From an optimization exercise on the open Yosys and OpenROAD flow, aimed at small area, a short achievable clock period and few clock cycles; shortcuts taken in it are not production practice. At most, simulation tests tie the RTL to the original design; equivalence was not proved. Only the layout flow was run in runs 1, 2 and 4; the RTL was not checked for function there. No activity file was given, so power comes from the tool's default toggle rates.

$ cat config.mk
export PLATFORM = sky130hd
export DESIGN_NAME = cpu
export DESIGN_NICKNAME = cpu
export VERILOG_FILES = /design/flow/design.v
export SDC_FILE = /design/flow/constraint.sdc
export NUM_CORES = 4
export LEC_CHECK = 0
export CAP_MARGIN = 20
export CORE_MARGIN = 2
export CORE_UTILIZATION = 40
export SETUP_SLACK_MARGIN = 1.5
export SLEW_MARGIN = 20
$ cat run.sh
#!/bin/bash
# synth_recipe.tcl (not shown) runs the flow's synth.tcl, then flattens the netlist and writes it again
# the make line also repeats each setting of config.mk as NAME=value (left out here)
make -C /OpenROAD-flow-scripts/flow DESIGN_CONFIG=/design/flow/config.mk WORK_HOME=/design/flow/orfs CLKGATE_MAP_FILE= SYNTH_SCRIPT=/design/flow/synth_recipe.tcl finish
$ cat design.v
`default_nettype none
package cpu_pkg;
    typedef logic [15:0] word_t;
endpackage
`default_nettype wire
`timescale 1ns/1ns
`default_nettype none
module cpu (
    input wire cpu_clock,
    input wire reset,
    output cpu_pkg::word_t mem_address,
    output logic mem_read,
    output logic mem_write,
    output cpu_pkg::word_t mem_write_data,
    input wire cpu_pkg::word_t mem_read_data
);
    localparam int ST_A = 0;
    localparam int ST_B = 1;
    localparam int ST_C = 2;
    localparam int ST_D = 3;
    localparam int ST_E = 4;
    localparam int ST_W = 5;
    logic [5:0] st;
    logic [5:0] st_next;
    cpu_pkg::word_t pc;
    cpu_pkg::word_t pc_inc;
    assign pc_inc = pc + 16'd2;
    cpu_pkg::word_t flags;
    cpu_pkg::word_t r1, r2, r3, r4, r5, r6;
    cpu_pkg::word_t dq;
    cpu_pkg::word_t opnd;
    logic [3:0] src;
    logic [3:0] dst;
    logic [2:0] opr;         
    logic taken;
    logic copy_op;
    logic src_mem;
    logic dst_mem;
    logic dst_rd;
    logic need_src;
    logic store_now;
    logic jump;
    assign copy_op = (opr == 3'd0);
    assign src_mem = src[3] & (src[2:0] != 3'd0);
    assign dst_mem = dst[3] & (dst[2:0] != 3'd0);
    assign dst_rd = dst_mem & ~copy_op;
    assign need_src = src_mem & (~copy_op | (taken & (dst != 4'd7)));
    assign store_now = copy_op & dst_mem & taken;
    assign jump = taken & (dst == 4'd0);
    logic jump_fast;      
    function automatic logic effect_holds(input logic [2:0] e, input cpu_pkg::word_t f);
        logic t;
        case (e)
            3'd0: t = 1'b1;
            3'd1: t = f[0];
            3'd2: t = ~f[0];
            3'd3: t = f[2];
            3'd4: t = ~f[2];
            3'd5: t = f[1];
            3'd6: t = f[3];
            default: t = 1'b0;
        endcase
        effect_holds = t;
    endfunction
    logic b_taken;
    logic b_jump_fast;
    assign b_taken = effect_holds(mem_read_data[6:4], flags);
    assign b_jump_fast = b_taken & (mem_read_data[15:8] == 8'h70) & (mem_read_data[3:1] == 3'd0);
    function automatic logic [7:0] port_decode(input logic [3:0] code);
        logic [7:0] sel;
        sel = '0;
        case (code)
            4'd0: sel[0] = 1'b1;
            4'd1, 4'd9: sel[1] = 1'b1;
            4'd2, 4'd10: sel[2] = 1'b1;
            4'd3, 4'd11: sel[3] = 1'b1;
            4'd4, 4'd12: sel[4] = 1'b1;
            4'd5, 4'd13: sel[5] = 1'b1;
            4'd6, 4'd14: sel[6] = 1'b1;
            4'd8: sel[7] = 1'b1;
            default: ;
        endcase
        port_decode = sel;
    endfunction
    function automatic cpu_pkg::word_t port_read(input logic [7:0] sel, input cpu_pkg::word_t pcv,
                                                 input cpu_pkg::word_t a1, input cpu_pkg::word_t a2,
                                                 input cpu_pkg::word_t a3, input cpu_pkg::word_t a4,
                                                 input cpu_pkg::word_t a5, input cpu_pkg::word_t a6,
                                                 input cpu_pkg::word_t f);
        port_read = ({16{sel[0]}} & pcv)
                  | ({16{sel[1]}} & a1)
                  | ({16{sel[2]}} & a2)
                  | ({16{sel[3]}} & a3)
                  | ({16{sel[4]}} & a4)
                  | ({16{sel[5]}} & a5)
                  | ({16{sel[6]}} & a6)
                  | ({16{sel[7]}} & f);
    endfunction
    logic [7:0] psel_q;
    cpu_pkg::word_t port;
    cpu_pkg::word_t port_d;
    assign port = port_read(psel_q, pc_inc, r1, r2, r3, r4, r5, r6, flags);
    assign port_d = port_read(port_decode(mem_read_data[11:8]) & 8'hfe, pc_inc, r1, r2, r3, r4, r5, r6, flags);
    logic dst_imm;
    cpu_pkg::word_t s_val;
    cpu_pkg::word_t d_val;
    cpu_pkg::word_t src_addr;
    cpu_pkg::word_t dst_addr;
    assign dst_imm = (dst[2:0] == 3'd7) & st[ST_C];
    logic [16:0] src_sum;
    assign src_sum = {1'b0, port} + {1'b0, mem_read_data};
    assign src_addr = src_sum[15:0];
    assign dst_addr = dst_imm ? mem_read_data : dq;
    assign s_val = (st[ST_E] | st[ST_W]) ? opnd : ((src[2:0] == 3'd7) | src_mem ? mem_read_data : port);
    assign d_val = (dst_mem | dst_imm) ? mem_read_data : ((dst == 4'd0) ? pc_inc : dq);
    function automatic cpu_pkg::word_t rev(input cpu_pkg::word_t x);
        for (int i = 0; i < 16; i++) begin
            rev[i] = x[15 - i];
        end
    endfunction
    cpu_pkg::word_t res;
    logic [16:0] sum;
    cpu_pkg::word_t sh;
    logic is_sub;
    logic alu_c;
    logic alu_v;
    assign is_sub = (opr == 3'd2);
    cpu_pkg::word_t s_inv;
    assign s_inv = s_val ^ {16{is_sub}};
    assign sum = {1'b0, d_val} + {1'b0, s_inv} + {16'd0, is_sub};
    logic sum_zero;
    assign sum_zero = ((d_val ^ s_inv) == {d_val[14:0] | s_inv[14:0], is_sub});
    assign sh = (opr[0] ? rev(d_val) : d_val) << s_val[3:0];
    logic sel_s, sel_sum, sel_and, sel_xor, sel_shl, sel_shr;
    assign sel_s = (opr == 3'd0);
    assign sel_sum = (opr == 3'd1) | (opr == 3'd2);
    assign sel_and = (opr == 3'd3) | (opr == 3'd4);
    assign sel_xor = (opr == 3'd4) | (opr == 3'd5);
    assign sel_shl = (opr == 3'd6);
    assign sel_shr = (opr == 3'd7);
    cpu_pkg::word_t res_other;
    assign res_other = ({16{sel_s}} & s_val)
               | ({16{sel_and}} & (d_val & s_val))
               | ({16{sel_xor}} & (d_val ^ s_val))
               | ({16{sel_shl}} & sh)
               | ({16{sel_shr}} & rev(sh));
    assign res = res_other | ({16{sel_sum}} & sum[15:0]);
    logic res_zero;
    assign res_zero = sel_sum ? sum_zero : (res_other == 16'd0);
    assign alu_c = sel_sum & (sum[16] ^ is_sub);
    assign alu_v = sel_sum & (d_val[15] == s_inv[15]) & (sum[15] != d_val[15]);
    logic fetch;        
    logic fetch_jump;   
    logic finish;       
    logic use_src_addr;
    always_comb begin
        st_next = '0;
        fetch = 1'b0;
        fetch_jump = 1'b0;
        finish = 1'b0;
        use_src_addr = 1'b0;
        mem_read = 1'b0;
        mem_write = 1'b0;
        if (st[ST_A]) begin
            fetch = 1'b1;
            st_next[ST_B] = 1'b1;
        end
        if (st[ST_B]) begin
            fetch = 1'b1;
            st_next[ST_C] = 1'b1;
        end
        if (st[ST_C]) begin
            if (need_src) begin
                mem_read = 1'b1;
                use_src_addr = 1'b1;
                st_next[ST_D] = 1'b1;
            end else if (dst_rd) begin
                mem_read = 1'b1;
                st_next[ST_E] = 1'b1;
            end else if (store_now) begin
                mem_write = 1'b1;
                st_next[ST_A] = 1'b1;
            end else begin
                finish = 1'b1;
            end
        end
        if (st[ST_D]) begin
            if (dst_rd) begin
                mem_read = 1'b1;
                st_next[ST_E] = 1'b1;
            end else if (store_now) begin
                mem_write = 1'b1;
                st_next[ST_A] = 1'b1;
            end else begin
                finish = 1'b1;
            end
        end
        if (st[ST_E]) begin
            finish = 1'b1;
        end
        if (st[ST_W]) begin
            mem_write = 1'b1;
            st_next[ST_A] = 1'b1;
        end
        if (finish) begin
            if (st[ST_E] & taken) begin
                st_next[ST_W] = 1'b1;
            end else if (jump_fast & st[ST_C]) begin
                fetch_jump = 1'b1;
                mem_read = 1'b1;
                st_next[ST_B] = 1'b1;
            end else if (jump) begin
                st_next[ST_A] = 1'b1;
            end else begin
                fetch = 1'b1;
                st_next[ST_B] = 1'b1;
            end
        end
        if (fetch) begin
            mem_read = 1'b1;
        end
    end
    always_comb begin
        if (st[ST_A]) begin
            mem_address = pc;
        end else if (fetch) begin
            mem_address = pc_inc;
        end else if (use_src_addr | fetch_jump) begin
            mem_address = src_addr;
        end else begin
            mem_address = dst_addr;
        end
    end
    assign mem_write_data = s_val;
    always_ff @(posedge cpu_clock) begin
        if (reset) begin
            st <= 6'b000001;
        end else begin
            st <= st_next;
        end
    end
    always_ff @(posedge cpu_clock) begin
        if (st[ST_B]) begin
            src <= mem_read_data[15:12];
            dst <= mem_read_data[11:8];
            opr <= mem_read_data[3] ? 3'd0 : mem_read_data[2:0];
            taken <= b_taken;
            jump_fast <= b_jump_fast;
            psel_q <= port_decode(b_jump_fast ? (mem_read_data[0] ? 4'd0 : 4'd15) : mem_read_data[15:12]);
        end
        if (st[ST_B] | dst_imm) begin
            dq <= st[ST_B] ? port_d : mem_read_data;
        end
        if (st[ST_C] | st[ST_D] | st[ST_E]) begin
            opnd <= st[ST_E] ? res : s_val;
        end
    end
    cpu_pkg::word_t wd;
    logic [6:1] we;
    assign wd = reset ? 16'd0 : res;
    always_comb begin
        we = '0;
        if (finish & taken) begin
            case (dst)
                4'd1: we[1] = 1'b1;
                4'd2: we[2] = 1'b1;
                4'd3: we[3] = 1'b1;
                4'd4: we[4] = 1'b1;
                4'd5: we[5] = 1'b1;
                4'd6: we[6] = 1'b1;
                default: ;
            endcase
        end
        if (reset) begin
            we = '1;
        end
    end
    always_ff @(posedge cpu_clock) begin
        if (we[1]) r1 <= wd;
        if (we[2]) r2 <= wd;
        if (we[3]) r3 <= wd;
        if (we[4]) r4 <= wd;
        if (we[5]) r5 <= wd;
        if (we[6]) r6 <= wd;
    end
    always_ff @(posedge cpu_clock) begin
        if (reset) begin
            pc <= '0;
            flags <= '0;
        end else begin
            if ((fetch & ~st[ST_A]) | mem_write) begin
                pc <= pc_inc;
            end
            if (fetch_jump) begin
                pc <= src_addr;
            end
            if (finish) begin
                if (taken) begin
                    if (dst == 4'd0 && !jump_fast) begin
                        pc <= res;
                    end
                    if (dst == 4'd8 && copy_op) begin
                        flags <= res;
                    end
                end
                if (!copy_op) begin
                    flags[3:0] <= {alu_v, alu_c, res[15], res_zero};
                end
            end
        end
    end
endmodule
`default_nettype wire
$ cat constraint.sdc
create_clock -name core_clock -period 6.5 [get_ports {cpu_clock}]
set_input_delay 1.3000 -clock core_clock [delete_from_list [all_inputs] [get_ports {cpu_clock}]]
set_output_delay 1.3000 -clock core_clock [all_outputs]
set_load 0.01 [all_outputs]
==> results of run 1 <==
[path summary, 6_finish.rpt]
| kind | endpoint | depth (start not counted) | slack [ps] |
|---|---|---|---|
| max | mem_address[14] | 17 | 970 |
| min | flags[15]$_SDFFE_PP0P_ | 2 | 520 |
| max reg2reg | pc[4]$_SDFF_PP0_ | 15 | 1540 |
| min reg2reg | flags[15]$_SDFFE_PP0P_ | 2 | 520 |
[registers in the layout, indices dropped and copies added (netlist names), 6 cells and up]
| signal | count |
|---|---|
| dq | 16 |
| flags | 16 |
| opnd | 16 |
| pc | 16 |
| r1 | 16 |
| r2 | 16 |
| r3 | 16 |
| r4 | 16 |
| r5 | 16 |
| r6 | 16 |
| psel_q | 8 |
| st | 6 |
[critical path, delay by kind of cell, from the launching register on]
kind | cells | cell delay (ps)
buffers and inverters | 1 | 140
AO/OA/AOI/OAI | 11 | 1830
flip-flops | 1 | 510
AND/OR/NAND/NOR | 2 | 490
XOR/XNOR | 1 | 160
multiplexers | 1 | 270
adder cells (fa/ha/maj) | 1 | 360
[power breakdown]
| part | internal (mW) | switching (mW) |
|---|---|---|
| combinational | 0.802 | 1.22 |
| sequential | 1.44 | 0.0744 |
| clock | 0.514 | 0.555 |
| total | 2.75 | 1.85 |
[cell families (layout without fill, tap and decap cells)]
logic type | after synthesis | after routing | synth area share (%)
multiplexers | 68 | 68 | 5.39
buffers and inverters | 200 | 331 | 5.55
flip-flops | 187 | 187 | 34.8
AND/OR/NAND/NOR | 543 | 544 | 16.8
adder cells (fa/ha/maj) | 76 | 76 | 6.32
AO/OA/AOI/OAI | 557 | 557 | 26.3
XOR/XNOR | 83 | 83 | 4.84
[stage by stage]
| stage | power, mW | utilization (%) |
|---|---|---|
| after detailed placement | 3.23 | 44.6 |
| after CTS | 4.42 | 48.0 |
| final | 4.60 | 49.3 |
| after global placement | 3.22 | 44.5 |
| after floorplan | 2.56 | - |
| after global routing | 4.75 | 49.3 |
[metal layers]
| metal | routed length, microns | vias up | share of wire (%) | track usage (%) |
|---|---|---|---|---|
| met4 | 3010 | 0 | 4.5 | 13.8 |
| met2 | 27200 | 1143 | 41 | 47.6 |
| met1 | 27000 | 7442 | 41 | 47.2 |
| met5 | 0 | - | 0 | 0 |
| met3 | 8900 | 163 | 13 | 9.28 |
| li1 | - | 6710 | - | - |
[layout by cell type, fill, tap and decap left out, types with 22 or more instances in the layout]
cell type / count
nor2_1: 172
nand2_1: 171
buf_4: 168
o211ai_1: 36
dfxtp_1: 32
mux2i_1: 37
ha_1: 59
clkdlybuf4s50_1: 30
o21ai_0: 49
xor2_1: 27
nand3_1: 33
edfxtp_1: 149
a21oi_1: 120
inv_1: 55
nor3_1: 27
xnor2_1: 48
a22oi_1: 38
mux2_2: 22
a211oi_1: 26
[layout make-up]
class,count,area [sq um],share of cell area [%]
multi-input combinational,1328,9570,52.8
clock buffer,18,429,2.37
sequential,187,5250,28.9
inverter,64,246,1.36
clock inverter,14,149,0.822
tap,468,586,3.23
timing repair buffer,235,1890,10.4
[repair_timing]
action,CTS,global route
pin swaps,42,31
setup buffers,48,27
gates cloned,1,0
endpoints found under the hold margin,0,0
gates resized for setup,118,69
setup endpoints to repair,119,125
==> metrics.yaml, run 1 <==
yosysWarnings: 1
worst-path-max-fanout: 4
max_clock_freq_mhz: 181
routed_wl_mm: 66.2
ys_ff_latch: 187
tns_ps: 0
ys_top_cells_by_area: "edfxtp_1 30%, ha_1 5.6%, dfxtp_1 5.1%, nor2_1 4.5%, a21oi_1 4.4%"
finClkSkew_ps: 27.8
p_leak_nw: 7.00
start_kind: "register"
timing.final.ws_setup_ps: 974
async_flop_share_pct: 0
critPathLaunch: "psel_q[1]$_SDFFCE_PP0P_"
cts_hold_buf: 0
antenna_found_initial: 0
die_x_microns: 198
cap_violations: 0
place_area_sq_mm: 0.0164
portBuffers: 51
layout.nets: 1920
pre_cts_ws_ps: 247
layout-drive-gt1-share_pct: 21.4
antenna_left: 0
drt-initial-drc-count: 2528
clockBufferDepth: 2
design_area_sq_mm: 0.0181
yosysMostFrequentCell: "nor2_1"
dp.cells: 2206
yosysTopAreaCellShare_pct: 29.8
yosys.area.top_type: "edfxtp_1"
clkTransAtPathRegs_ps: 80
synth-edff-count: 149
max_stage_delay_ps: 510
worst_pin_slew_ps: 1050
instances_no_fill: 2314
ios: 52
initial_core_util_pct: 40.8
wire_per_inst_microns: 28.6
synth.distinct_cells: 95
dp.final_hpwl_mm: 48.0
via_per_inst: 6.68
cts_buffers: 17
synthFlopType: "edfxtp_1"
holdCritStartpoint: "flags[15]$_SDFFE_PP0P_"
setup_viol: 0
crit_arrival_ps: 4230
grt_max_degree: 52
period_needed_ps: 5530
grt_pass1_vias: 14000
synthTopCellsByCount: "180 x nor2_1, 172 x nand2_1, 149 x edfxtp_1"
htree_levels: 4
drt_pass1_iterations: 9
grt.overflow.total: 0
r2r_start: "dst[1]$_DFFE_PP_"
rsz0062_at_grt: "true"
grt_usage_pct: 33.4
routabilityCongestion: 1.02
path_cells: "a22oi_2 > o211ai_1 > or2_4 > fa_2 > a21o_1 > a21oi_2 > o21bai_1 > a21o_1 > a21oi_2 > o21ai_2 > nor4_4 > o41ai_2 > xnor2_1 > mux2_2 > o21ai_1 > o21ai_1 > buf_2"
syn_nets: 1801
clock-sinks: 187
placement_rows: 70
p_per_area_mw_per_mm2: 254
fp.dieArea_sq_mm: 0.0391
outcome: "complete, no violations"
cts_tree: "yes"
chipHeight_microns: 198
endpoint_kind: "output port"
grt_pass1_wl_mm: 95.5
slew_viol_final: 0
cts-root-buf: "clkbuf_16"
fill_cells: 3446
route.detailed.drc: 0
syn_inst: 1714
peakVddDrop_v: 0.000191
hold_viol: 0
antenna_cells: 0
crit_path_top_delay_cell: "edfxtp_1"
path_class: "register to output port"
clk_latency_ps: 470
vias: 15500
crit_required_ps: 5200
hold_class: "register to register"
fin_crit_sh_pct: 85.0
whs_ps: 524
synth.avg_cell_area_sq_um: 8.77
area_growth_pct: 20.6
seq_area_frac_synth_pct: 34.8
core_sq_mm: 0.0368
netlist_area_sq_mm: 0.0150
relSlewSlack_pct: 30.2
==> run 2: changes to the inputs <==
--- a/design.v
+++ b/design.v
@@ -20,8 +20,9 @@
     localparam int ST_D = 3;
     localparam int ST_E = 4;
     localparam int ST_W = 5;
-    logic [5:0] st;
-    logic [5:0] st_next;
+    localparam int ST_F = 6;     
+    logic [6:0] st;
+    logic [6:0] st_next;
     cpu_pkg::word_t pc;
     cpu_pkg::word_t pc_inc;
     assign pc_inc = pc + 16'd2;
@@ -62,10 +63,14 @@
         endcase
         effect_holds = t;
     endfunction
+    cpu_pkg::word_t w0;
+    logic w0_hit;
+    assign w0_hit = st[ST_W] & (dq[15:1] == pc[15:1]);
+    assign w0 = w0_hit ? opnd : mem_read_data;
     logic b_taken;
     logic b_jump_fast;
-    assign b_taken = effect_holds(mem_read_data[6:4], flags);
-    assign b_jump_fast = b_taken & (mem_read_data[15:8] == 8'h70) & (mem_read_data[3:1] == 3'd0);
+    assign b_taken = effect_holds(w0[6:4], flags);
+    assign b_jump_fast = b_taken & (w0[15:8] == 8'h70) & (w0[3:1] == 3'd0);
     function automatic logic [7:0] port_decode(input logic [3:0] code);
         logic [7:0] sel;
         sel = '0;
@@ -96,11 +101,14 @@
                   | ({16{sel[6]}} & a6)
                   | ({16{sel[7]}} & f);
     endfunction
-    logic [7:0] psel_q;
-    cpu_pkg::word_t port;
+    cpu_pkg::word_t sq;
+    cpu_pkg::word_t port_s;
     cpu_pkg::word_t port_d;
-    assign port = port_read(psel_q, pc_inc, r1, r2, r3, r4, r5, r6, flags);
-    assign port_d = port_read(port_decode(mem_read_data[11:8]) & 8'hfe, pc_inc, r1, r2, r3, r4, r5, r6, flags);
+    cpu_pkg::word_t pc_4;
+    assign pc_4 = {pc[15:2] + 14'd1, pc[1:0]};
+    assign port_s = port_read(port_decode(b_jump_fast ? (w0[0] ? 4'd0 : 4'd15) : w0[15:12]),
+                              pc_4, r1, r2, r3, r4, r5, r6, flags);
+    assign port_d = port_read(port_decode(w0[11:8]) & 8'hfe, pc_4, r1, r2, r3, r4, r5, r6, flags);
     logic dst_imm;
     cpu_pkg::word_t s_val;
     cpu_pkg::word_t d_val;
@@ -108,10 +116,10 @@
     cpu_pkg::word_t dst_addr;
     assign dst_imm = (dst[2:0] == 3'd7) & st[ST_C];
     logic [16:0] src_sum;
-    assign src_sum = {1'b0, port} + {1'b0, mem_read_data};
+    assign src_sum = {1'b0, sq} + {1'b0, mem_read_data};
     assign src_addr = src_sum[15:0];
     assign dst_addr = dst_imm ? mem_read_data : dq;
-    assign s_val = (st[ST_E] | st[ST_W]) ? opnd : ((src[2:0] == 3'd7) | src_mem ? mem_read_data : port);
+    assign s_val = (st[ST_E] | st[ST_W]) ? opnd : ((src[2:0] == 3'd7) | src_mem ? mem_read_data : sq);
     assign d_val = (dst_mem | dst_imm) ? mem_read_data : ((dst == 4'd0) ? pc_inc : dq);
     function automatic cpu_pkg::word_t rev(input cpu_pkg::word_t x);
         for (int i = 0; i < 16; i++) begin
@@ -200,10 +208,15 @@
         end
         if (st[ST_W]) begin
             mem_write = 1'b1;
-            st_next[ST_A] = 1'b1;
+            st_next[ST_F] = 1'b1;
+        end
+        if (st[ST_F]) begin
+            fetch = 1'b1;
+            st_next[ST_C] = 1'b1;
         end
         if (finish) begin
             if (st[ST_E] & taken) begin
+                fetch = 1'b1;
                 st_next[ST_W] = 1'b1;
             end else if (jump_fast & st[ST_C]) begin
                 fetch_jump = 1'b1;
@@ -234,22 +247,22 @@
     assign mem_write_data = s_val;
     always_ff @(posedge cpu_clock) begin
         if (reset) begin
-            st <= 6'b000001;
+            st <= 7'b0000001;
         end else begin
             st <= st_next;
         end
     end
     always_ff @(posedge cpu_clock) begin
-        if (st[ST_B]) begin
-            src <= mem_read_data[15:12];
-            dst <= mem_read_data[11:8];
-            opr <= mem_read_data[3] ? 3'd0 : mem_read_data[2:0];
+        if (st[ST_B] | st[ST_W]) begin
+            src <= w0[15:12];
+            dst <= w0[11:8];
+            opr <= w0[3] ? 3'd0 : w0[2:0];
             taken <= b_taken;
             jump_fast <= b_jump_fast;
-            psel_q <= port_decode(b_jump_fast ? (mem_read_data[0] ? 4'd0 : 4'd15) : mem_read_data[15:12]);
+            sq <= port_s;
         end
-        if (st[ST_B] | dst_imm) begin
-            dq <= st[ST_B] ? port_d : mem_read_data;
+        if (st[ST_B] | st[ST_W] | dst_imm) begin
+            dq <= st[ST_C] ? mem_read_data : port_d;
         end
         if (st[ST_C] | st[ST_D] | st[ST_E]) begin
             opnd <= st[ST_E] ? res : s_val;
@@ -288,7 +301,7 @@
             pc <= '0;
             flags <= '0;
         end else begin
-            if ((fetch & ~st[ST_A]) | mem_write) begin
+            if ((fetch & ~st[ST_A]) | (mem_write & ~st[ST_W])) begin
                 pc <= pc_inc;
             end
             if (fetch_jump) begin
--- a/config.mk
+++ b/config.mk
@@ -8,5 +8,4 @@
 export CAP_MARGIN = 20
 export CORE_MARGIN = 2
 export CORE_UTILIZATION = 40
-export SETUP_SLACK_MARGIN = 1.5
 export SLEW_MARGIN = 20
==> metrics.yaml, run 2 <==
dp.final_hpwl_mm: 52.2  # +8.9%
grt.overflow.total: 0  # unchanged
final_common_cell: "nand2_1"
placement_rows: 73  # +4.3%
wire_per_inst_microns: 29.1  # +1.7%
die_x_microns: 203  # +2.8%
synth.avg_cell_area_sq_um: 8.50  # -3.0%
dp.cells: 2407  # +9.1%
vias: 16100  # +4.1%
worst-path-max-fanout: 11  # +7
core_sq_mm: 0.0395  # +7.3%
start_kind: "register"
synth-compound-area-share_pct: 23.6  # -2.7 points
portBuffers: 51  # unchanged
p_leak_nw: 6.66  # -4.8%
route.detailed.drc: 0  # unchanged
path_class: "register to output port"
clock-sinks: 196  # +4.8%
setup_viol: 0  # unchanged
yosys.area_share.simple_pct: 18.4  # +1.6 points
max_clock_freq_mhz: 159  # -12%
seq_area_frac_synth_pct: 34.6  # -0.27 points
synth_xor_area_share_pct: 5.90  # +1.1 points
via_per_inst: 6.59  # -1.3%
endpoint_kind: "output port"
cts-root-buf: "clkbuf_16"
synthFlopType: "edfxtp_1"
cap_violations: 0  # unchanged
antenna_found_initial: 4  # +4
design_area_sq_mm: 0.0179  # -1.3%
crit_arrival_ps: 5000  # +770 ps
timing.final.ws_setup_ps: 202  # -772 ps
layout.nets: 1983  # +3.3%
grt_max_degree: 54  # +3.8%
drt_pass1_iterations: 6  # -3
synthTopCellsByCount: "231 x nand2_1, 175 x nor2_1, 164 x a21oi_1"
drt-initial-drc-count: 2695  # +6.6%
ff2ff_path_depth: 13  # -2
whs_ps: 518  # -6.63 ps
multiInputGateArea_sq_mm: 0.00968  # +1.1%
yosysTopAreaCellShare_pct: 29.7  # -0.12 points
p_per_area_mw_per_mm2: 242  # -4.8%
initial_core_util_pct: 40.3  # -0.56 points
fp.dieArea_sq_mm: 0.0413  # +5.7%
grt_pass1_vias: 14900  # +7.0%
chipHeight_microns: 203  # +2.8%
async_flop_share_pct: 0  # unchanged
period_needed_ps: 6300  # +772 ps
cts_tree: "yes"
yosysMostFrequentCell: "nand2_1"
most-common-layout-cells: "231 x nand2_1, 175 x nor2_1, 163 x a21oi_1, 157 x edfxtp_1, 128 x o21ai_0"
place_area_sq_mm: 0.0173  # +5.3%
hold_class: "register to register"
crit_required_ps: 5200  # about the same
endpoint: "mem_address[4]"
clockBufferDepth: 2  # unchanged
finClkSkew_ps: 16.4  # -11.3 ps
grt_usage_pct: 34.0  # +0.67 points
critPathLaunch: "dst[3]$_DFFE_PP_"
layout-drive-gt1-share_pct: 11.0  # -10 points
syn_nets: 1951  # +8.3%
synth_fa_ha_area_share_pct: 5.13  # -1.2 points
rsz0062_at_grt: "false"
routed_wl_mm: 71.0  # +7.3%
area_growth_pct: 12.5
power.total_mw: 4.33  # -6.0%
slew_viol_final: 0  # unchanged
r2r_start: "dst[0]$_DFFE_PP_"
netlist_area_sq_mm: 0.0159  # +5.8%
cts_buffers: 17  # unchanged
clkTransAtPathRegs_ps: 80  # about the same
synth.distinct_cells: 96  # +1.1%
outcome: "complete, no violations"
pre_cts_ws_ps: 49.7  # -197 ps
utilization_pct: 45.3  # -3.9 points
fin_crit_sh_pct: 96.9  # +12 points
r2r-end: "r6[6]$_DFFE_PP_"
hold_viol: 0  # unchanged
peakVddDrop_v: 0.000178  # -6.6%
grt_pass1_wl_mm: 103  # +8.0%
synth-edff-count: 157  # +5.4%
routabilityCongestion: 1.01  # -0.82%
clk_latency_ps: 460  # about the same
post-cts-setup-buffers: 0  # -100%
ys_top_cells_by_area: "edfxtp_1 30%, nand2_1 5.5%, a21oi_1 5.2%, dfxtp_1 4.9%, ha_1 4.9%"
syn_inst: 1869  # +9.0%
muxShareOfSynthArea_pct: 7.36  # +2.0 points
yosys.area.top_type: "edfxtp_1"
tns_ps: 0  # unchanged
seq_area_sq_mm: 0.00550  # +4.8%
fill_cells: 3922  # +14%
synth_top_family_by_area: "compound AO/OA/AOI/OAI gates"
ios: 52  # unchanged
rrSetupSlack_ps: 910  # -630 ps
ys_ff_latch: 196  # +4.8%
htree_levels: 4  # unchanged
worst_pin_slew_ps: 1110  # +61.0 ps
relSlewSlack_pct: 26.2  # -3.9 points
instances_no_fill: 2441  # +5.5%
antenna_left: 0  # unchanged
yosysWarnings: 1  # unchanged
-- run 2: final cells by class --
type	instances	area share [%]
multi-input combinational	1475	54.1
sequential	196	30.7
timing repair buffer	143	6.69
tap	525	3.67
clock buffer	17	2.38
inverter	68	1.43
clock inverter	15	0.952
antenna	2	0.0280
-- run 2: how the worst min path moves through the flow --
stage                     startpoint               endpoint  cells past startpoint
6_report       flags[6]$_SDFFE_PP0P_  flags[6]$_SDFFE_PP0P_                      2
5_1_grt        flags[5]$_SDFFE_PP0P_  flags[5]$_SDFFE_PP0P_                      2
4_1_cts        flags[6]$_SDFFE_PP0P_  flags[6]$_SDFFE_PP0P_                      2
3_5_place_dp        st[6]$_SDFF_PP0_       st[2]$_SDFF_PP0_                      2
3_3_place_gp        st[6]$_SDFF_PP0_       st[2]$_SDFF_PP0_                      2
2_1_floorplan       st[6]$_SDFF_PP0_       st[2]$_SDFF_PP0_                      2
-- run 2: repair_timing --
action	CTS	global route
hold buffers	0	0
setup endpoints to repair	0	4
resized for setup	0	5
-- run 2: routing by layer --
metal	share of wire, %	GRT usage [%]	up-vias
li1	-	-	6999
met1	40	46.5	7786
met2	42	49.5	1146
met3	13	10.8	157
met4	4.5	14.1	4
met5	0.032	0	-
-- run 2: power by group --
part | switching, mW | internal [mW] | total, mW
clock | 0.551 | 0.546 | 1.10
combinational | 1.07 | 0.557 | 1.62
sequential | 0.0953 | 1.51 | 1.60
-- run 2: cell families (layout without fill, tap and decap cells) --
logic type,count (synthesis),in the layout
compound gates,571,571
xor+xnor,107,107
flops,196,196
simple gates,627,627
buf+inv,198,243
fa+ha+maj,64,64
other cells,0,2
mux,106,106
-- run 2: worst max-delay path: stages, from the launching register on --
cell and delay [ps]:
edfxtp_1 690, nand4b_1 210, a21oi_1 90, or3b_1 440, a21o_1 220, a21o_1 210, nand2_1 80, nand3_1 490
nor2_1 800, nand3_1 430, o221ai_1 310, clkdlybuf4s50_1 580
==> run 3: changes to the inputs <==
--- a/design.v
+++ b/design.v
@@ -29,7 +29,6 @@
     cpu_pkg::word_t flags;
     cpu_pkg::word_t r1, r2, r3, r4, r5, r6;
     cpu_pkg::word_t dq;
-    cpu_pkg::word_t opnd;
     logic [3:0] src;
     logic [3:0] dst;
     logic [2:0] opr;         
@@ -66,7 +65,7 @@
     cpu_pkg::word_t w0;
     logic w0_hit;
     assign w0_hit = st[ST_W] & (dq[15:1] == pc[15:1]);
-    assign w0 = w0_hit ? opnd : mem_read_data;
+    assign w0 = w0_hit ? sq : mem_read_data;
     logic b_taken;
     logic b_jump_fast;
     assign b_taken = effect_holds(w0[6:4], flags);
@@ -119,8 +118,14 @@
     assign src_sum = {1'b0, sq} + {1'b0, mem_read_data};
     assign src_addr = src_sum[15:0];
     assign dst_addr = dst_imm ? mem_read_data : dq;
-    assign s_val = (st[ST_E] | st[ST_W]) ? opnd : ((src[2:0] == 3'd7) | src_mem ? mem_read_data : sq);
-    assign d_val = (dst_mem | dst_imm) ? mem_read_data : ((dst == 4'd0) ? pc_inc : dq);
+    logic s_mem, s_sq, d_mem, d_pc, d_dq;
+    assign s_mem = ~(st[ST_E] | st[ST_W]) & ((src[2:0] == 3'd7) | src_mem);
+    assign s_sq = ~s_mem;
+    assign d_mem = dst_mem | dst_imm;
+    assign d_pc = ~d_mem & (dst == 4'd0);
+    assign d_dq = ~d_mem & (dst != 4'd0);
+    assign s_val = ({16{s_mem}} & mem_read_data) | ({16{s_sq}} & sq);
+    assign d_val = ({16{d_mem}} & mem_read_data) | ({16{d_pc}} & pc_inc) | ({16{d_dq}} & dq);
     function automatic cpu_pkg::word_t rev(input cpu_pkg::word_t x);
         for (int i = 0; i < 16; i++) begin
             rev[i] = x[15 - i];
@@ -140,12 +145,12 @@
     assign sum_zero = ((d_val ^ s_inv) == {d_val[14:0] | s_inv[14:0], is_sub});
     assign sh = (opr[0] ? rev(d_val) : d_val) << s_val[3:0];
     logic sel_s, sel_sum, sel_and, sel_xor, sel_shl, sel_shr;
-    assign sel_s = (opr == 3'd0);
-    assign sel_sum = (opr == 3'd1) | (opr == 3'd2);
-    assign sel_and = (opr == 3'd3) | (opr == 3'd4);
-    assign sel_xor = (opr == 3'd4) | (opr == 3'd5);
-    assign sel_shl = (opr == 3'd6);
-    assign sel_shr = (opr == 3'd7);
+    assign sel_s = (opr == 3'd0) & ~reset;
+    assign sel_sum = ((opr == 3'd1) | (opr == 3'd2)) & ~reset;
+    assign sel_and = ((opr == 3'd3) | (opr == 3'd4)) & ~reset;
+    assign sel_xor = ((opr == 3'd4) | (opr == 3'd5)) & ~reset;
+    assign sel_shl = (opr == 3'd6) & ~reset;
+    assign sel_shr = (opr == 3'd7) & ~reset;
     cpu_pkg::word_t res_other;
     assign res_other = ({16{sel_s}} & s_val)
                | ({16{sel_and}} & (d_val & s_val))
@@ -259,18 +264,19 @@
             opr <= w0[3] ? 3'd0 : w0[2:0];
             taken <= b_taken;
             jump_fast <= b_jump_fast;
+        end
+        if (st[ST_B] | st[ST_W]) begin
             sq <= port_s;
+        end else if (st[ST_C] | st[ST_D] | st[ST_E]) begin
+            sq <= st[ST_E] ? res : s_val;
         end
         if (st[ST_B] | st[ST_W] | dst_imm) begin
             dq <= st[ST_C] ? mem_read_data : port_d;
         end
-        if (st[ST_C] | st[ST_D] | st[ST_E]) begin
-            opnd <= st[ST_E] ? res : s_val;
-        end
     end
     cpu_pkg::word_t wd;
     logic [6:1] we;
-    assign wd = reset ? 16'd0 : res;
+    assign wd = res;
     always_comb begin
         we = '0;
         if (finish & taken) begin
--- a/config.mk
+++ b/config.mk
@@ -7,5 +7,7 @@
 export LEC_CHECK = 0
 export CAP_MARGIN = 20
 export CORE_MARGIN = 2
-export CORE_UTILIZATION = 40
+export CORE_UTILIZATION = 65
+export PLACE_DENSITY = 0.75
+export SETUP_SLACK_MARGIN = 1.0
 export SLEW_MARGIN = 20
==> metrics.yaml, run 3 <==
clkTransAtPathRegs_ps: 80  # about the same
setup_viol: 0  # unchanged
finClkSkew_ps: 13.5  # -2.91 ps
grt_pass1_wl_mm: 90.5  # -12%
hold_viol: 0  # unchanged
hold_path_end: "st[2]$_SDFF_PP0_"
layout-drive-gt1-share_pct: 12.3  # +1.3 points
clock-sinks: 180  # -8.2%
ios: 52  # unchanged
antenna_left: 0  # unchanged
placement_rows: 55  # -25%
cap_violations: 0  # unchanged
async_flop_share_pct: 0  # unchanged
core_sq_mm: 0.0225  # -43%
yosysMostFrequentCell: "nand2_1"
via_per_inst: 7.66  # +16%
multiInputGateArea_sq_mm: 0.00909  # -6.1%
path_cells: "xnor2_1 > nand4_1 > nor4_4 > mux2i_1 > inv_1 > nand2_1 > nor2_1 > a22o_1 > a221oi_1 > o21ai_0 > mux2_2"
ys_top_cells_by_area: "edfxtp_1 29%, dfxtp_1 5.3%, ha_1 5.2%, nand2_1 4.9%, a21oi_1 4.9%"
ys_ff_latch: 180  # -8.2%
routabilityCongestion: 1.09  # +7.6%
path_class: "register to register"
wire_per_inst_microns: 30.0  # +3.1%
yosysTopAreaCellShare_pct: 28.6  # -1.1 points
grt_usage_pct: 50.8  # +17 points
initial_core_util_pct: 65.8  # +26 points
grt.overflow.total: 0  # unchanged
whs_ps: 469  # -48.4 ps
vias: 15800  # -2.0%
cts_tree: "yes"
fp.dieArea_sq_mm: 0.0240  # -42%
seq_area_frac_synth_pct: 33.9  # -0.71 points
period_needed_ps: 5600  # -701 ps
rrSetupSlack_ps: 900  # about the same
crit_required_ps: 6700  # +1500 ps
grt_pass1_vias: 14200  # -5.1%
cts-root-buf: "clkbuf_16"
cts_hold_buf: 0  # unchanged
hold_class: "register to register"
grt_max_degree: 42  # -22%
peakVddDrop_v: 0.000250  # +40%
cts_buffers: 17  # unchanged
htree_levels: 4  # unchanged
synth.distinct_cells: 88  # -8.3%
area_growth_pct: 12.3
drt-initial-drc-count: 2748  # +2.0%
slew_viol_final: 0  # unchanged
r2r_start: "pc[1]$_SDFF_PP0_"
drt_pass1_iterations: 7  # +1
endpoint_kind: "register"
final_common_cell: "nand2_1"
outcome: "complete, no violations"
start_kind: "register"
netlist_area_sq_mm: 0.0148  # -6.8%
relSlewSlack_pct: 20.6  # -5.7 points
antenna_found_initial: 3  # -1
fin_crit_sh_pct: 86.1  # -11 points
holdCritStartpoint: "st[6]$_SDFF_PP0_"
rsz0062_at_grt: "true"
synthFlopType: "edfxtp_1"
yosysWarnings: 1  # unchanged
synthTopCellsByCount: "195 x nand2_1, 148 x nor2_1, 145 x a21oi_1"
portBuffers: 51  # unchanged
fill_cells: 1632  # -58%
layout.nets: 1837  # -7.4%
dp.final_hpwl_mm: 43.7  # -16%
syn_nets: 1802  # -7.6%
clk_latency_ps: 450  # about the same
most-common-layout-cells: "195 x nand2_1, 145 x nor2_1, 143 x a21oi_1, 141 x edfxtp_1, 90 x buf_4"
seq_area_sq_mm: 0.00501  # -8.7%
max_clock_freq_mhz: 179  # +13%
synth-edff-count: 141  # -10%
p_per_area_mw_per_mm2: 248  # +2.6%
syn_inst: 1720  # -8.0%
r2r-end: "dq[0]$_DFFE_PP_"
tns_ps: 0  # unchanged
chipHeight_microns: 155  # -24%
routed_wl_mm: 61.7  # -13%
worst_pin_slew_ps: 1190  # +85.4 ps
worst-path-max-fanout: 13  # +2
min_path_cells: 2  # unchanged
ff2ff_path_depth: 11  # -2
clockBufferDepth: 2  # unchanged
crit_path_top_delay_cell: "nor4_4"
yosys.area.top_type: "edfxtp_1"
route.detailed.drc: 0  # unchanged
max_stage_delay_ps: 860  # +60 ps
crit_arrival_ps: 5800  # +800 ps
die_x_microns: 155  # -24%
p_leak_nw: 6.27  # -5.9%
synth.avg_cell_area_sq_um: 8.61  # +1.2%
run 3: cell types whose count changed in the layout (fill, tap and decap cells not counted), sizes merged, moves of 12 or more:
cell     change
inv         +19
nand2       -34
o211ai      +13
nor2        -28
a211oi      +12
a21oi       -20
a221o       +12
edfxtp      -16
o21ai       -40
mux2i       -12
a2111oi     +12
run 3: layout make-up:
type	instances	area share, %
multi-input combinational	1330	54.7
sequential	180	30.2
timing repair buffer	143	7.30
clock buffer	17	2.56
tap	285	2.15
inverter	83	1.87
clock inverter	15	1.21
antenna	5	0.0753
run 3: cell families after synthesis:
kind of cell	synth area share (%)
DFF	33.9
muxes	6.93
AOI/OAI and AO/OA	24.7
xor gates and xnor gates	6.03
and+or+nand+nor	17.2
adders and majority gates	5.51
buffers and inverters	5.75
run 3: stage by stage:
stage / setup slack, ps / instance area [sq um] / utilization (%) / total power, mW / instances
3_3_place_gp: 406 / 15800 / 70.1 / 2.89 / 2006
3_5_place_dp: 352 / 15800 / 70.1 / 2.92 / 2006
5_1_grt: 871 / 16600 / 73.8 / 4.22 / 2053
4_1_cts: 922 / 16500 / 73.1 / 3.99 / 2042
6_report: 903 / 16600 / 73.9 / 4.13 / 2058
2_1_floorplan: 1600 / 14800 / - / 2.38 / 1720
run 3: what timing repair did:
item | 4_1_cts | 5_1_grt
endpoints found under the setup margin | 17 | 50
gates resized for setup | 18 | 22
buffers inserted | 4 | 11
pin swaps | 6 | 7
run 3: how the worst max path moves through the flow:
stage	slack, ps	to	depth (start not counted)	start
detailed placement	350	mem_address[14]	16	mem_read_data[0]
CTS	920	mem_address[14]	16	mem_read_data[0]
global route	870	mem_address[14]	16	mem_read_data[0]
finish	900	dq[0]$_DFFE_PP_	11	pc[1]$_SDFF_PP0_
global placement	410	mem_address[14]	16	mem_read_data[0]
floorplan	1600	sq[14]$_DFFE_PP_	16	mem_read_data[2]
run 3: worst max-delay path, delay by kind of cell, from the launching register on:
family / cells / cell delay, ps
and+or+nand+nor: 4 / 1660
muxes: 2 / 1220
DFF: 1 / 840
AOI/OAI and AO/OA: 3 / 810
buffers and inverters: 1 / 570
xor gates and xnor gates: 1 / 230
run 3: power by group:
| group | switching [mW] | internal, mW |
|---|---|---|
| sequential | 0.127 | 1.41 |
| combinational | 0.962 | 0.534 |
| clock | 0.532 | 0.560 |
run 3: metal layers:
metal	vias to the layer above	global-route usage [%]	share of wire (%)
li1	6501	-	-
met1	7227	66.6	35
met2	1635	73.0	41
met3	400	18.8	17
met4	2	27.7	7.6
met5	-	0	0.024
Testbench counts of run 3, summed over its fixed seeds: cycles 18,290.
==> run 4: changes to the inputs <==
--- a/design.v
+++ b/design.v
@@ -21,8 +21,9 @@
     localparam int ST_E = 4;
     localparam int ST_W = 5;
     localparam int ST_F = 6;     
-    logic [6:0] st;
-    logic [6:0] st_next;
+    localparam int ST_G = 7;     
+    logic [7:0] st;
+    logic [7:0] st_next;
     cpu_pkg::word_t pc;
     cpu_pkg::word_t pc_inc;
     assign pc_inc = pc + 16'd2;
@@ -40,8 +41,12 @@
     logic need_src;
     logic store_now;
     logic jump;
+    logic q_s_mem, q_dst_mem, q_dst_is7, q_dst_is0, q_is_sub;
+    logic [5:0] q_sel;
     assign copy_op = (opr == 3'd0);
     assign src_mem = src[3] & (src[2:0] != 3'd0);
+    logic src_idx;       
+    assign src_idx = src[3] & (src[2:0] != 3'd0) & (src[2:0] != 3'd7);
     assign dst_mem = dst[3] & (dst[2:0] != 3'd0);
     assign dst_rd = dst_mem & ~copy_op;
     assign need_src = src_mem & (~copy_op | (taken & (dst != 4'd7)));
@@ -69,7 +74,7 @@
     logic b_taken;
     logic b_jump_fast;
     assign b_taken = effect_holds(w0[6:4], flags);
-    assign b_jump_fast = b_taken & (w0[15:8] == 8'h70) & (w0[3:1] == 3'd0);
+    assign b_jump_fast = b_taken & (w0[15:8] == 8'h70) & (w0[3:0] == 4'd0);
     function automatic logic [7:0] port_decode(input logic [3:0] code);
         logic [7:0] sel;
         sel = '0;
@@ -105,8 +110,7 @@
     cpu_pkg::word_t port_d;
     cpu_pkg::word_t pc_4;
     assign pc_4 = {pc[15:2] + 14'd1, pc[1:0]};
-    assign port_s = port_read(port_decode(b_jump_fast ? (w0[0] ? 4'd0 : 4'd15) : w0[15:12]),
-                              pc_4, r1, r2, r3, r4, r5, r6, flags);
+    assign port_s = port_read(port_decode(w0[15:12]), pc_4, r1, r2, r3, r4, r5, r6, flags);
     assign port_d = port_read(port_decode(w0[11:8]) & 8'hfe, pc_4, r1, r2, r3, r4, r5, r6, flags);
     logic dst_imm;
     cpu_pkg::word_t s_val;
@@ -119,11 +123,11 @@
     assign src_addr = src_sum[15:0];
     assign dst_addr = dst_imm ? mem_read_data : dq;
     logic s_mem, s_sq, d_mem, d_pc, d_dq;
-    assign s_mem = ~(st[ST_E] | st[ST_W]) & ((src[2:0] == 3'd7) | src_mem);
+    assign s_mem = ~(st[ST_E] | st[ST_W]) & q_s_mem;
     assign s_sq = ~s_mem;
-    assign d_mem = dst_mem | dst_imm;
-    assign d_pc = ~d_mem & (dst == 4'd0);
-    assign d_dq = ~d_mem & (dst != 4'd0);
+    assign d_mem = q_dst_mem | (q_dst_is7 & st[ST_C]);
+    assign d_pc = q_dst_is0;
+    assign d_dq = ~d_mem & ~q_dst_is0;
     assign s_val = ({16{s_mem}} & mem_read_data) | ({16{s_sq}} & sq);
     assign d_val = ({16{d_mem}} & mem_read_data) | ({16{d_pc}} & pc_inc) | ({16{d_dq}} & dq);
     function automatic cpu_pkg::word_t rev(input cpu_pkg::word_t x);
@@ -137,7 +141,7 @@
     logic is_sub;
     logic alu_c;
     logic alu_v;
-    assign is_sub = (opr == 3'd2);
+    assign is_sub = q_is_sub;
     cpu_pkg::word_t s_inv;
     assign s_inv = s_val ^ {16{is_sub}};
     assign sum = {1'b0, d_val} + {1'b0, s_inv} + {16'd0, is_sub};
@@ -145,12 +149,12 @@
     assign sum_zero = ((d_val ^ s_inv) == {d_val[14:0] | s_inv[14:0], is_sub});
     assign sh = (opr[0] ? rev(d_val) : d_val) << s_val[3:0];
     logic sel_s, sel_sum, sel_and, sel_xor, sel_shl, sel_shr;
-    assign sel_s = (opr == 3'd0) & ~reset;
-    assign sel_sum = ((opr == 3'd1) | (opr == 3'd2)) & ~reset;
-    assign sel_and = ((opr == 3'd3) | (opr == 3'd4)) & ~reset;
-    assign sel_xor = ((opr == 3'd4) | (opr == 3'd5)) & ~reset;
-    assign sel_shl = (opr == 3'd6) & ~reset;
-    assign sel_shr = (opr == 3'd7) & ~reset;
+    assign sel_s = q_sel[0] & ~reset;
+    assign sel_sum = q_sel[1] & ~reset;
+    assign sel_and = q_sel[2] & ~reset;
+    assign sel_xor = q_sel[3] & ~reset;
+    assign sel_shl = q_sel[4] & ~reset;
+    assign sel_shr = q_sel[5] & ~reset;
     cpu_pkg::word_t res_other;
     assign res_other = ({16{sel_s}} & s_val)
                | ({16{sel_and}} & (d_val & s_val))
@@ -165,13 +169,13 @@
     logic fetch;        
     logic fetch_jump;   
     logic finish;       
-    logic use_src_addr;
+    logic use_imm;      
     always_comb begin
         st_next = '0;
         fetch = 1'b0;
         fetch_jump = 1'b0;
         finish = 1'b0;
-        use_src_addr = 1'b0;
+        use_imm = 1'b0;
         mem_read = 1'b0;
         mem_write = 1'b0;
         if (st[ST_A]) begin
@@ -183,9 +187,11 @@
             st_next[ST_C] = 1'b1;
         end
         if (st[ST_C]) begin
-            if (need_src) begin
+            if (need_src & src_idx) begin
+                st_next[ST_G] = 1'b1;
+            end else if (need_src) begin
                 mem_read = 1'b1;
-                use_src_addr = 1'b1;
+                use_imm = 1'b1;
                 st_next[ST_D] = 1'b1;
             end else if (dst_rd) begin
                 mem_read = 1'b1;
@@ -197,6 +203,10 @@
                 finish = 1'b1;
             end
         end
+        if (st[ST_G]) begin
+            mem_read = 1'b1;
+            st_next[ST_D] = 1'b1;
+        end
         if (st[ST_D]) begin
             if (dst_rd) begin
                 mem_read = 1'b1;
@@ -225,6 +235,7 @@
                 st_next[ST_W] = 1'b1;
             end else if (jump_fast & st[ST_C]) begin
                 fetch_jump = 1'b1;
+                use_imm = 1'b1;
                 mem_read = 1'b1;
                 st_next[ST_B] = 1'b1;
             end else if (jump) begin
@@ -243,8 +254,10 @@
             mem_address = pc;
         end else if (fetch) begin
             mem_address = pc_inc;
-        end else if (use_src_addr | fetch_jump) begin
-            mem_address = src_addr;
+        end else if (st[ST_G]) begin
+            mem_address = sq;
+        end else if (use_imm) begin
+            mem_address = mem_read_data;
         end else begin
             mem_address = dst_addr;
         end
@@ -252,7 +265,7 @@
     assign mem_write_data = s_val;
     always_ff @(posedge cpu_clock) begin
         if (reset) begin
-            st <= 7'b0000001;
+            st <= 8'b00000001;
         end else begin
             st <= st_next;
         end
@@ -262,11 +275,24 @@
             src <= w0[15:12];
             dst <= w0[11:8];
             opr <= w0[3] ? 3'd0 : w0[2:0];
+            q_s_mem <= (w0[15:12] >= 4'd9) | (w0[15:12] == 4'd7);
+            q_dst_mem <= (w0[11:8] >= 4'd9);
+            q_dst_is7 <= (w0[11:8] == 4'd7);
+            q_dst_is0 <= (w0[11:8] == 4'd0);
+            q_is_sub <= (w0[3:0] == 4'd2);
+            q_sel[0] <= w0[3] | (w0[2:0] == 3'd0);
+            q_sel[1] <= ~w0[3] & ((w0[2:0] == 3'd1) | (w0[2:0] == 3'd2));
+            q_sel[2] <= ~w0[3] & ((w0[2:0] == 3'd3) | (w0[2:0] == 3'd4));
+            q_sel[3] <= ~w0[3] & ((w0[2:0] == 3'd4) | (w0[2:0] == 3'd5));
+            q_sel[4] <= ~w0[3] & (w0[2:0] == 3'd6);
+            q_sel[5] <= ~w0[3] & (w0[2:0] == 3'd7);
             taken <= b_taken;
             jump_fast <= b_jump_fast;
         end
         if (st[ST_B] | st[ST_W]) begin
             sq <= port_s;
+        end else if (st[ST_C] & need_src & src_idx) begin
+            sq <= src_addr;
         end else if (st[ST_C] | st[ST_D] | st[ST_E]) begin
             sq <= st[ST_E] ? res : s_val;
         end
@@ -311,7 +337,7 @@
                 pc <= pc_inc;
             end
             if (fetch_jump) begin
-                pc <= src_addr;
+                pc <= mem_read_data;
             end
             if (finish) begin
                 if (taken) begin
==> metrics.yaml, run 4 <==
drt-initial-drc-count: 3549  # +29%
rsz0062_at_grt: "false"
chipHeight_microns: 158  # +1.7%
ios: 52  # unchanged
p_per_area_mw_per_mm2: 248  # -0.18%
final_common_cell: "nand2_1"
r2r_start: "pc[2]$_SDFF_PP0_"
clock-sinks: 192  # +6.7%
timing.final.ws_setup_ps: 971  # +68.2 ps
yosysTopAreaCellShare_pct: 29.8  # +1.2 points
max_stage_delay_ps: 990  # +130 ps
synthFlopType: "edfxtp_1"
cts_tree: "yes"
utilization_pct: 73.3  # -0.52 points
cts-root-buf: "clkbuf_16"
fill_cells: 1657  # +1.5%
synth.avg_cell_area_sq_um: 8.42  # -2.2%
r2r-end: "sq[1]$_DFFE_PP_"
relSlewSlack_pct: 17.3  # -3.3 points
yosysWarnings: 1  # unchanged
p_leak_nw: 6.43  # +2.7%
crit_path_top_delay_cell: "o221ai_1"
path_delay_family: "compound AO/OA/AOI/OAI gates"
max_clock_freq_mhz: 181  # +1.2%
die_x_microns: 158  # +1.7%
synth.distinct_cells: 86  # -2.3%
ys_top_cells_by_area: "edfxtp_1 30%, a21oi_1 5.5%, dfxtp_1 5.2%, ha_1 5.1%, nand2_1 5.1%"
pre_cts_ws_ps: 635  # +283 ps
routed_wl_mm: 64.9  # +5.2%
muxShareOfSynthArea_pct: 6.48  # -0.45 points
endpoint: "sq[1]$_DFFE_PP_"
most-common-layout-cells: "209 x nand2_1, 161 x a21oi_1, 155 x nor2_1, 152 x edfxtp_1, 95 x o21ai_0"
path_class: "register to register"
synth-compound-area-share_pct: 24.2  # -0.51 points
instances_no_fill: 2164  # +5.2%
cts_buffers: 17  # unchanged
grt_pass1_vias: 14900  # +4.8%
synth_xor_area_share_pct: 6.00  # -0.030 points
grt_max_degree: 39  # -7.1%
syn_nets: 1903  # +5.6%
switching_share_pct: 39.5  # +0.18 points
place_area_sq_mm: 0.0162  # +2.8%
synth_top_family_by_area: "compound AO/OA/AOI/OAI gates"
routabilityCongestion: 1.10  # +1.1%
hold_viol: 0  # unchanged
dp.cells: 2119  # +5.6%
combPwrFrac_pct: 35.1  # -1.2 points
seq_area_frac_synth_pct: 35.0  # +1.2 points
antenna_left: 0  # unchanged
clk_latency_ps: 460  # about the same
period_needed_ps: 5530  # -68.2 ps
core_sq_mm: 0.0233  # +3.7%
fp.dieArea_sq_mm: 0.0248  # +3.4%
design_area_sq_mm: 0.0171  # +3.0%
synthTopCellsByCount: "209 x nand2_1, 168 x a21oi_1, 155 x nor2_1"
fin_crit_sh_pct: 85.1  # -1.0 points
crit_required_ps: 6760  # +60 ps
p_int_mw: 2.57  # +2.5%
area_growth_pct: 11.7
outcome: "complete, no violations"
placement_rows: 56  # +1.8%
path_buf_inv: 1  # unchanged
slew_viol_final: 0  # unchanged
layout.nets: 1914  # +4.2%
vias: 16400  # +4.2%
critPathLaunch: "pc[2]$_SDFF_PP0_"
worst_pin_slew_ps: 1230  # +41.9 ps
ff2ff_path_depth: 13  # +2
route.detailed.drc: 0  # unchanged
clkTransAtPathRegs_ps: 80  # about the same
cp.depth: 13  # +2
rrSetupSlack_ps: 970  # +70 ps
finClkSkew_ps: 16.6  # +3.02 ps
switchingPower_mw: 1.67  # +3.2%
antenna_found_initial: 4  # +1
crit_top_cell: "a21oi_1"
ys_ff_latch: 192  # +6.7%
yosys.area_share.simple_pct: 16.9  # -0.28 points
initial_core_util_pct: 65.7  # -0.15 points
yosysMostFrequentCell: "nand2_1"
peakVddDrop_v: 0.000232  # -7.3%
crit_arrival_ps: 5790  # about the same
drt_pass1_iterations: 10  # +3
netlist_area_sq_mm: 0.0153  # +3.4%
yosys.area.top_type: "edfxtp_1"
tns_ps: 0  # unchanged
htree_levels: 4  # unchanged
grt_usage_pct: 52.1  # +1.3 points
syn_inst: 1820  # +5.8%
setup_viol: 0  # unchanged
wire_per_inst_microns: 30.0  # about the same
grt.overflow.total: 0  # unchanged
layout-drive-gt1-share_pct: 9.54  # -2.7 points
worst-path-max-fanout: 9  # -4
pwr-share-clk_pct: 26.1  # -0.4 points
synth-edff-count: 152  # +7.8%
clockBufferDepth: 2  # unchanged
via_per_inst: 7.59  # -0.86%
synth_fa_ha_area_share_pct: 5.41  # -0.10 points
async_flop_share_pct: 0  # unchanged
hold_class: "register to register"
seqPwrFrac_pct: 38.9  # +1.6 points
grt_pass1_wl_mm: 94.0  # +3.9%
endpoint_kind: "register"
portBuffers: 51  # unchanged
start_kind: "register"
path_cells: "ha_1 > and3_1 > nand4_1 > a21oi_1 > or2_2 > inv_1 > mux4_2 > mux2_2 > a21oi_1 > a22oi_1 > o221ai_1 > mux2i_1 > a221oi_1"
cap_violations: 0  # unchanged
dp.final_hpwl_mm: 45.6  # +4.3%
## run 4: cell type report
type | instances | area (sq um) | area share (%)
Clock inverter | 15 | 199 | 1.16
Antenna cell | 1 | 2.50 | 0.0146
Inverter | 99 | 374 | 2.19
Multi-Input combinational cell | 1394 | 9180 | 53.6
Clock buffer | 17 | 425 | 2.49
Sequential cell | 192 | 5370 | 31.4
Timing Repair Buffer | 127 | 1170 | 6.82
Tap cell | 319 | 399 | 2.33
## run 4: timing repair
action | in CTS | in global routing
resized for setup | 16 | 15
gates cloned | 2 | 0
endpoints found under the setup margin | 20 | 33
pin swaps | 1 | 3
hold buffers | 0 | 0
setup buffers | 4 | 4
## run 4: worst min-delay path by stage
stage	start	endpoint	slack, ps	cells past startpoint
6_report	st[6]$_SDFF_PP0_	st[2]$_SDFF_PP0_	480	2
3_3_place_gp	st[6]$_SDFF_PP0_	st[2]$_SDFF_PP0_	450	2
5_1_grt	st[6]$_SDFF_PP0_	st[2]$_SDFF_PP0_	520	2
2_1_floorplan	st[6]$_SDFF_PP0_	st[2]$_SDFF_PP0_	430	2
4_1_cts	st[6]$_SDFF_PP0_	st[2]$_SDFF_PP0_	480	2
3_5_place_dp	st[6]$_SDFF_PP0_	st[2]$_SDFF_PP0_	460	2
## run 4: power groups by stage
stage | clock network [mW] | registers, mW | logic, mW
floorplan | 0 | 1.61 | 0.899
global placement | 0 | 1.65 | 1.35
detailed placement | 0 | 1.66 | 1.36
CTS | 1.09 | 1.63 | 1.38
global route | 1.14 | 1.65 | 1.54
finish | 1.10 | 1.65 | 1.49
## run 4: worst reg2reg max path: stages, from the launching register on
cell and delay, ps:
dfxtp_1 690, ha_1 540, and3_1 370, nand4_1 190
a21oi_1 270, or2_2 320, inv_1 220, mux4_2 500
mux2_2 330, a21oi_1 160, a22oi_1 210, o221ai_1 1000
mux2i_1 240, a221oi_1 330
## run 4: layer usage
metal	vias to the layer above	track usage, %	routed length, microns
li1	6770	-	-
met1	7385	65.0	21400
met2	1785	74.3	25900
met3	493	20.2	11400
met4	2	35.2	6210
met5	-	1.24	34
## run 4: kinds of logic after synthesis
group,Yosys count
compound gates,570
buf+inv,234
flops,192
xor+xnor,105
mux,92
fa+ha+maj,65
simple gates,562
## run 4: per-stage QoR
step,hold slack [ps],total power [mW]
2_1_floorplan,431,2.51
3_3_place_gp,446,3.00
3_5_place_dp,463,3.01
4_1_cts,482,4.11
5_1_grt,518,4.33
6_report,477,4.24

afterwards: timing with drivers on the ports:
How much do the figures lean on ideal ports? The routed layouts below were timed once more, with nothing changed but the port constraints. Step 1 sets driving cells, clkbuf_16 on the clock port and buf_2 on the other inputs (assumed; they add their load-dependent delay and slew). Step 2 times the ports against the registers' clock, not the clock port: input delays grow and output delays shrink by t, the midpoint of the rising clock arrivals with the driver on. Three values: ideal ports, drivers, drivers and shift; two values: the first two.
run | t (ns) | setup WS [ns] | clock arrival spread, ns | worst register clock-pin slew, ns | pins driven straight from the clock port
run 1 | 0.505 | 0.974 / 0.921 / 0.997 | 0.028 / 0.028 | 0.10 / 0.10 | 1
run 2 | 0.506 | 0.202 / 0.146 / 0.175 | 0.016 / 0.017 | 0.09 / 0.09 | 1
run 3 | 0.491 | 0.903 / 0.903 / 0.814 | 0.014 / 0.013 | 0.08 / 0.08 | 1
run 4 | 0.494 | 0.971 / 0.971 / 0.583 | 0.016 / 0.017 | 0.09 / 0.09 | 1
After both steps every run listed still meets setup and hold. The setup slack of run 4, which loses most, moves by 0.000 ns with the drivers and by -0.388 ns with both steps.
